From an optimization exercise on the open Yosys and OpenROAD flow, aimed at small area; shortcuts taken in it are not production practice. The RTL was checked by simulation tests, not by an equivalence proof against the original design. Power figures rest on the tool's default switching activity, not on a simulated workload.

## oak
Design feature_pipeline, start of the top module:
module feature_pipeline
(
    input  logic        clk,
    input  logic        reset_n,
    input  logic        start,
    input  logic [15:0] accel_x,
    input  logic [15:0] accel_y,
    input  logic [15:0] accel_z,
    output logic [15:0] feature_mean,
    output logic [15:0] feature_std,
    output logic        feature_valid
);
clock: 10.0 ns
lec_check: 0
cap_margin: 20
core_margin: 2
core_utilization: 40
cts_buf_list: sky130_fd_sc_hd__clkbuf_8
gpl_timing_driven: 0
slew_margin: 20
synth_hierarchical: 1
standard.sh (not shown) runs the stock make flow with config.mk's settings and CLKGATE_MAP_FILE= SYNTH_SCRIPT=/design/flow/synth_recipe.tcl, a recipe that flattens the netlist after the stock synthesis.
==> flow/flow/run.sh <==
#!/bin/bash
set -euo pipefail
export BUFFER_PORTS_ARGS="-buffer_cell sky130_fd_sc_hd__buf_1"
export REMOVE_ABC_BUFFERS=1
export CTS_ARGS="-sink_clustering_enable -repair_clock_nets -dont_use_dummy_load -buf_list sky130_fd_sc_hd__clkbuf_8"
bash standard.sh > flow_make.log 2>&1
Per the final summary, oak finished and its layout is clean on timing, DRC and antenna.
For pine, these inputs were changed with respect to oak:
# oak
export LEC_CHECK = 0
export CAP_MARGIN = 20
export CORE_MARGIN = 2
export CORE_UTILIZATION = 40
export CTS_BUF_LIST = sky130_fd_sc_hd__clkbuf_8
export GPL_TIMING_DRIVEN = 0
export SLEW_MARGIN = 20
export SYNTH_HIERARCHICAL = 1
create_clock -name core_clock -period 10.0 [get_ports {clk}]
# pine
export LEC_CHECK = 0
export CAP_MARGIN = 20
export CORE_MARGIN = 2
export CORE_UTILIZATION = 40
export CTS_BUF_LIST = sky130_fd_sc_hd__clkbuf_8
export SLEW_MARGIN = 20
export SYNTH_HIERARCHICAL = 1
create_clock -name core_clock -period 10.0 [get_ports {clk}]
==> flow/run.sh (new file) <==
#!/bin/bash
# synth_recipe.tcl (not shown) runs the flow's synth.tcl, then flattens the netlist and writes it again
# the make line also repeats each setting of config.mk as NAME=value (left out here)
make -C /OpenROAD-flow-scripts/flow DESIGN_CONFIG=/design/flow/config.mk WORK_HOME=/design/flow/orfs CLKGATE_MAP_FILE= SYNTH_SCRIPT=/design/flow/synth_recipe.tcl finish
removed: flow/flow/run.sh
removed: flow/standard.sh
Notes after the runs:
pine was carried through to the last stage, and its layout satisfied the timing, DRC and antenna checks.
Against oak, switching power total in pine came out worse.
[pine] proportion of power drawn by the clock network rose 3.5 points relative to oak
pine against oak; cell count is up by a few percent.
Taking oak as the reference point, the post-synthesis to final-layout area growth of pine rises by 7.0 points.
Against oak, first-pass GRT wire length in pine came out worse.
Comparing oak and pine, number of placed cells counting well taps is higher on pine.
pine vs oak on cell area after layout: pine is the higher one.

* * *

## run 1
feature_pipeline, a different RTL version from the one above (not shown whole).
For scale: about 84 I/O pins, roughly 13000 µm² of cells after synthesis.
==> flow/config.mk <==
export PLATFORM = sky130hd
export DESIGN_NAME = feature_pipeline
export DESIGN_NICKNAME = feature_pipeline
export VERILOG_FILES = /design/flow/design.v
export SDC_FILE = /design/flow/constraint.sdc
export NUM_CORES = 4
export LEC_CHECK = 0
export CAP_MARGIN = 20
export CORE_MARGIN = 2
export CORE_UTILIZATION = 40
export CTS_BUF_LIST = sky130_fd_sc_hd__clkbuf_8
export GPL_TIMING_DRIVEN = 0
export SLEW_MARGIN = 20
==> flow/constraint.sdc <==
create_clock -name core_clock -period 10.0 [get_ports {clk}]
set_input_delay 2.0000 -clock core_clock [delete_from_list [all_inputs] [get_ports {clk}]]
set_output_delay 2.0000 -clock core_clock [all_outputs]
set_load 0.01 [all_outputs]
run.sh (not shown) runs the stock make flow with config.mk's settings and CLKGATE_MAP_FILE= SYNTH_SCRIPT=/design/flow/synth_recipe.tcl, a recipe that flattens the netlist after the stock synthesis.
Stock flow here: none of the scripts above is used.
Every stage of the flow completed for run 1, and the final layout passed the timing, DRC and antenna checks.
#### Input delta (run 2 over run 1)
Settings: changing CAP_MARGIN from 20 to 0; removing GPL_TIMING_DRIVEN (formerly 0); changing SLEW_MARGIN from 20 to 0.
==> flow/flow/run.sh (new file) <==
#!/bin/bash
# The standard ORFS layout (standard.sh) with two changes:
#  - SYNTH_ARGS=-noabc: Yosys's early ABC pass inside "synth" is skipped, so the full
#    adders written out in the RTL reach extract_fa as written (the final ABC mapping
#    after flip-flop mapping still runs); flip-flops are mapped exactly as in the
#    standard synthesis;
#  - every input and output port is still buffered, with the smallest buffer.
set -euo pipefail
export SYNTH_ARGS="-noabc"
export BUFFER_PORTS_ARGS="-buffer_cell sky130_fd_sc_hd__buf_1"
bash standard.sh > flow_make.log 2>&1
==> flow/standard.sh (new file) <==
#!/bin/bash
# synth_recipe.tcl (not shown) runs the flow's synth.tcl, then flattens the netlist and writes it again
# the make line also repeats each setting of config.mk as NAME=value (left out here)
make -C /OpenROAD-flow-scripts/flow DESIGN_CONFIG=/design/flow/config.mk WORK_HOME=/design/flow/orfs CLKGATE_MAP_FILE= SYNTH_SCRIPT=/design/flow/synth_recipe.tcl "${@:-finish}"
removed: flow/run.sh
Findings:
Both conditions hold for run 2: the flow ran to the end and the final layout passed the timing, DRC and antenna checks.
Every stage of the flow completed for run 1, and the final layout passed the timing, DRC and antenna checks.
Of the two candidates, run 1 has the worse leakage power of the design and run 2 the better one.
Run 2 against run 1: core utilization lost 1.9 points, setup slack lost 80 ps, critical path buffer and inverter count lost 8, slew of the pin with the lowest slew margin picked up an extra 350 ps, pin count of the biggest net entering global routing picked up an extra 270%.
Here is what was changed in the inputs of run 3 compared with run 2.
Settings: SLEW_MARGIN: 0 -> 20; CTS_CLUSTER_SIZE: unset -> 25; CORE_UTILIZATION: 40 -> 60; CAP_MARGIN: 0 -> 20.
==> flow/run.sh (new file) <==
#!/bin/bash
# synth_recipe.tcl (not shown) runs the flow's synth.tcl, then flattens the netlist and writes it again
# the make line also repeats each setting of config.mk as NAME=value (left out here)
make -C /OpenROAD-flow-scripts/flow DESIGN_CONFIG=/design/flow/config.mk WORK_HOME=/design/flow/orfs CLKGATE_MAP_FILE= SYNTH_SCRIPT=/design/flow/synth_recipe.tcl finish
removed: flow/flow/run.sh
removed: flow/standard.sh
- Re tap cell instance count: run 2 was higher than run 3.
- | total number of cells along the worst setup path | run 3 vs run 2 | 8.0% higher |
- Worst setup path startpoint: cnt_q[1] -> run 2, accel_z[15] -> run 3
- Taking run 2 as the reference point, the number of cells on the worst reg-to-reg path of run 3 rises by 3.
- Summary of run 3 over run 2: die outline width saw a decrease, final worst setup slack saw little to no change, power drawn by the combinational cells saw a decrease, wire length saw an increase.
- Taking run 2 as the reference point, the met1 usage of run 3 rises by 9.6 points.
The following lists how run 4 was set up differently from run 3:
Settings: a deleted CTS_CLUSTER_SIZE that had been 25; an added PLACE_DENSITY of 0.75; an added GPL_TIMING_DRIVEN of 0; a change of CORE_UTILIZATION from 60 to 65.
==> flow/flow/run.sh (new file) <==
#!/bin/bash
# The standard ORFS layout (standard.sh) with these changes:
#  - SYNTH_ARGS=-noabc: Yosys's early ABC pass inside "synth" is skipped, so the full
#    adders written out in the RTL reach extract_fa as written (the final ABC mapping
#    after flip-flop mapping still runs); flip-flops are mapped exactly as in the
#    standard synthesis;
#  - every input and output port is still buffered, with the smallest buffer;
#  - clock tree synthesis without dummy clock loads.
set -euo pipefail
export SYNTH_ARGS="-noabc"
export BUFFER_PORTS_ARGS="-buffer_cell sky130_fd_sc_hd__buf_1"
export CTS_ARGS="-sink_clustering_enable -repair_clock_nets -dont_use_dummy_load -buf_list sky130_fd_sc_hd__clkbuf_8"
bash standard.sh > flow_make.log 2>&1
==> flow/standard.sh (new file) <==
#!/bin/bash
# synth_recipe.tcl (not shown) runs the flow's synth.tcl, then flattens the netlist and writes it again
# the make line also repeats each setting of config.mk as NAME=value (left out here)
make -C /OpenROAD-flow-scripts/flow DESIGN_CONFIG=/design/flow/config.mk WORK_HOME=/design/flow/orfs CLKGATE_MAP_FILE= SYNTH_SCRIPT=/design/flow/synth_recipe.tcl "${@:-finish}"
removed: flow/run.sh
## What came out
- The maximum frequency of run 4 was inferior to that of run 3.
- Relative to run 3, the post-route clock period utilization of run 4 is higher by 1.4 points.
- Run 4 closes out successfully: all stages finished, all timing, DRC and antenna checks passed.
- Routed wire length on met2: run 4 vs run 3 up about 0.37%
- Compared with run 3, in run 4 non-clock buffer count saw an increase; total power after layout saw an increase; detailed placer's ending HPWL saw an increase.
- Comparing run 3 and run 4, the lower core footprint is on run 4.
- Beginning of the critical path = cnt_q[2]: run 4; beginning of the critical path = accel_z[15]: run 3
- Share of total power in combinational logic, run 3 and run 4: smaller value in run 3
- Cmp run 3 and run 4 / cell area after placement / higher: run 3
- Looking at fraction of area in multi-input gates across run 3 and run 4, the one that comes out higher is run 4.
- Clock tree cell share of total cell area | run 4 below run 3

* * *

== garnet ==
feature_pipeline again, from the RTL that the note above started with.
clock: 10.0 ns
lec_check: 0
cap_margin: 20
core_margin: 2
core_utilization: 40
cts_buf_list: sky130_fd_sc_hd__clkbuf_8
slew_margin: 20
standard.sh (not shown) runs the stock make flow with config.mk's settings and CLKGATE_MAP_FILE= SYNTH_SCRIPT=/design/flow/synth_recipe.tcl, a recipe that flattens the netlist after the stock synthesis.
==> flow/flow/run.sh <==
#!/bin/bash
# The standard ORFS layout (standard.sh) with two changes:
#  - SYNTH_ARGS=-noabc: Yosys's early ABC pass inside "synth" is skipped, so the full
#    adders written out in the RTL reach extract_fa as written (the final ABC mapping
#    after flip-flop mapping still runs); flip-flops are mapped exactly as in the
#    standard synthesis;
#  - every input and output port is still buffered, with the smallest buffer.
set -euo pipefail
export SYNTH_ARGS="-noabc"
export BUFFER_PORTS_ARGS="-buffer_cell sky130_fd_sc_hd__buf_1"
bash standard.sh > flow_make.log 2>&1
garnet ended with every stage complete and zero timing, DRC or antenna violations.
Input changes introduced in juniper (baseline for comparison: garnet):
- GPL_TIMING_DRIVEN: unset -> 0
==> flow/flow/run.sh <==
#!/bin/bash
# The standard ORFS layout (standard.sh) with these changes:
#  - SYNTH_ARGS=-noabc: Yosys's early ABC pass inside "synth" is skipped, so the full
#    adders written out in the RTL reach extract_fa as written (the final ABC mapping
#    after flip-flop mapping still runs); flip-flops are mapped exactly as in the
#    standard synthesis;
#  - every input and output port is still buffered, with the smallest buffer;
#  - clock tree synthesis without dummy clock loads.
set -euo pipefail
export SYNTH_ARGS="-noabc"
export BUFFER_PORTS_ARGS="-buffer_cell sky130_fd_sc_hd__buf_1"
export CTS_ARGS="-sink_clustering_enable -repair_clock_nets -dont_use_dummy_load -buf_list sky130_fd_sc_hd__clkbuf_8"
bash standard.sh > flow_make.log 2>&1
==> comparison <==
Data arrival time at the worst-slack endpoint (juniper over garnet): increase, 0.07 ns
The final cell count reported for juniper is greater than that of garnet by 0.74%.
Going from garnet to juniper, the sequential share of layout area was found to have gone up by 0.26 points.
Taking garnet as the reference, in juniper number of cells on the worst reg-to-reg path shows an increase of about 8%; combinational power shows no meaningful change.
The switching part of the total power of juniper is higher than that of garnet.
Compare garnet and juniper | net switching component of the power higher: garnet
juniper ends up with higher critical path depth than garnet does.
Looking at startpoint of the worst setup timing path, the cnt_q[2]$_SDFF_PP0_ result is from juniper; the cnt_q[1]$_SDFF_PP0_ one comes from garnet.
Setup changes, juniper to pepper
- a deleted GPL_TIMING_DRIVEN that had been 0
==> flow/run.sh (new file) <==
#!/bin/bash
# synth_recipe.tcl (not shown) runs the flow's synth.tcl, then flattens the netlist and writes it again
# the make line also repeats each setting of config.mk as NAME=value (left out here)
make -C /OpenROAD-flow-scripts/flow DESIGN_CONFIG=/design/flow/config.mk WORK_HOME=/design/flow/orfs CLKGATE_MAP_FILE= SYNTH_SCRIPT=/design/flow/synth_recipe.tcl finish
removed: flow/flow/run.sh
removed: flow/standard.sh
## What came out
- pepper against juniper: worst hold margin climbed 0.021 ns, global-route wire length before repair has decreased, parity-gate share of the synthesized area counting xor and xnor cells saw an increase.
- Going from juniper to pepper, area share of fa/ha/maj cells after synthesis decreased 1.9 points; number of DRC violations after detailed-routing iteration 0 went down; summed instance area of the synthesized netlist picked up an extra 3.2%.
- pepper vs juniper: critical path arrival up in pepper
- On power: between juniper and pepper, it ends up lower for pepper.
- Comparing worst path required time for juniper and pepper, the smaller number came from juniper.
- When pepper is set beside juniper, its post-synthesis simple-gate area fraction turns out to be 1.9 points smaller.
- The startpoint-to-endpoint class of the critical path comes out in -> reg in one run and reg -> reg in the other, namely in pepper and juniper respectively.
- Between juniper and pepper, number of global-route vias before repair is lower for juniper, pepper comes in above that.
[inputs] quartz vs pepper
- GPL_TIMING_DRIVEN: unset -> 0
==> flow/flow/run.sh (new file) <==
#!/bin/bash
# The standard ORFS layout (standard.sh) with these changes:
#  - SYNTH_ARGS=-noabc: Yosys's early ABC pass inside "synth" is skipped, so the full
#    adders written out in the RTL reach extract_fa as written (the final ABC mapping
#    after flip-flop mapping still runs); flip-flops are mapped exactly as in the
#    standard synthesis;
#  - every input and output port is still buffered, with the smallest buffer;
#  - clock tree synthesis without dummy clock loads.
set -euo pipefail
export SYNTH_ARGS="-noabc"
export BUFFER_PORTS_ARGS="-buffer_cell sky130_fd_sc_hd__buf_1"
export CTS_ARGS="-sink_clustering_enable -repair_clock_nets -dont_use_dummy_load -buf_list {sky130_fd_sc_hd__clkbuf_4 sky130_fd_sc_hd__clkbuf_8} -sink_clustering_size 10"
bash standard.sh > flow_make.log 2>&1
==> flow/standard.sh (new file) <==
#!/bin/bash
# synth_recipe.tcl (not shown) runs the flow's synth.tcl, then flattens the netlist and writes it again
# the make line also repeats each setting of config.mk as NAME=value (left out here)
make -C /OpenROAD-flow-scripts/flow DESIGN_CONFIG=/design/flow/config.mk WORK_HOME=/design/flow/orfs CLKGATE_MAP_FILE= SYNTH_SCRIPT=/design/flow/synth_recipe.tcl "${@:-finish}"
removed: flow/run.sh
[summary]
- Wire length deteriorates in quartz relative to pepper.
- Compared with pepper, in quartz post-route worst setup slack dropped 0.051 ns; final worst hold slack dropped 0.021 ns; fraction of the cycle the final worst path needs climbed 0.51 points.
- Xor and xnor area share after synthesis: pepper and quartz compared, higher one is pepper
- Final area in quartz is about 6% lower than in pepper
- Lower post-placement worst setup slack among pepper and quartz: quartz
- For pepper, the critical path startpoint was accel_z[15], unlike quartz, where it was cnt_q[2]$_SDFF_PP0_.
- quartz: mux cell area share after synthesis 0.84 points above pepper
- Compare pepper and quartz | combinational cell power lower: pepper
- Going from pepper to quartz, worst vdd rail ir drop higher, routed length per placed instance higher.
diff inputs: quartz => willow
- clearing GPL_TIMING_DRIVEN, which used to be 0
- putting CTS_CLUSTER_DIAMETER at 100 where nothing was set
- putting CTS_CLUSTER_SIZE at 40 where nothing was set
- swapping sky130_fd_sc_hd__clkbuf_8 for sky130_fd_sc_hd__clkbuf_16 in CTS_BUF_LIST
==> flow/flow/run.sh <==
#!/bin/bash
# The standard ORFS layout (standard.sh) with two changes:
#  - SYNTH_ARGS=-noabc: Yosys's early ABC pass inside "synth" is skipped, so the full
#    adders written out in the RTL reach extract_fa as written (the final ABC mapping
#    after flip-flop mapping still runs); flip-flops are mapped exactly as in the
#    standard synthesis;
#  - every input and output port is still buffered, with the smallest buffer.
set -euo pipefail
export SYNTH_ARGS="-noabc"
export BUFFER_PORTS_ARGS="-buffer_cell sky130_fd_sc_hd__buf_1"
bash standard.sh > flow_make.log 2>&1
==> summary.txt <==
As far as cell count after synthesis goes, willow and quartz are indistinguishable; the numbers are identical. Compare willow and quartz | utilization higher: willow. On worst hold slack: between willow and quartz, it ends up lower for quartz. Share of power burned in registers ends up higher on quartz. willow: done, clean on timing, DRC and antenna. quartz has a higher slew at the pin with the worst max-slew slack than willow. Maximum frequency was lower in quartz than in willow. Routed wire length, willow vs quartz: down by a little under 10%.

static timing again, ports no longer ideal:
The flow's constraints put no driver on any port. The routed layouts listed below were extracted and timed again, unchanged, in two steps. Step 1 (the two cells are an assumption about what drives the block):
set clk [get_ports {clk}]
set_driving_cell -lib_cell sky130_fd_sc_hd__clkbuf_16 $clk
set_driving_cell -lib_cell sky130_fd_sc_hd__buf_2 [delete_from_list [all_inputs] $clk]
Step 2 also shifts input and output timing later by t, the mid clock arrival at the registers, as if the neighbouring blocks saw the same clock. Slacks: ideal / step 1 / step 2; pairs: ideal / step 1.
run	t, ns	setup slack, ns	latest minus earliest clock arrival (ns)	cell pins on the clock port's net
oak	0.488	0.336 / 0.336 / 0.336	0.036 / 0.036	1
pine	0.497	0.457 / 0.457 / 0.280	0.025 / 0.025	1
run 1	0.516	0.616 / 0.631 / 0.115	0.020 / 0.020	1
run 2	0.508	0.536 / 0.536 / 0.532	0.020 / 0.020	1
run 3	0.508	0.538 / 0.555 / 0.047	0.022 / 0.022	1
run 4	0.474	0.395 / 0.395 / 0.079	0.025 / 0.026	1
garnet	0.508	0.536 / 0.536 / 0.536	0.020 / 0.020	1
juniper	0.488	0.434 / 0.434 / 0.010	0.032 / 0.032	1
pepper	0.496	0.485 / 0.504 / 0.007	0.029 / 0.029	1
quartz	0.488	0.434 / 0.434 / 0.010	0.032 / 0.032	1
willow	0.470	0.516 / 0.516 / 0.516	0.014 / 0.013	1
After both steps every run listed still meets setup and hold. For run 1, which loses most, drivers alone change the setup slack by +0.015 ns; drivers and shift together by -0.501 ns.
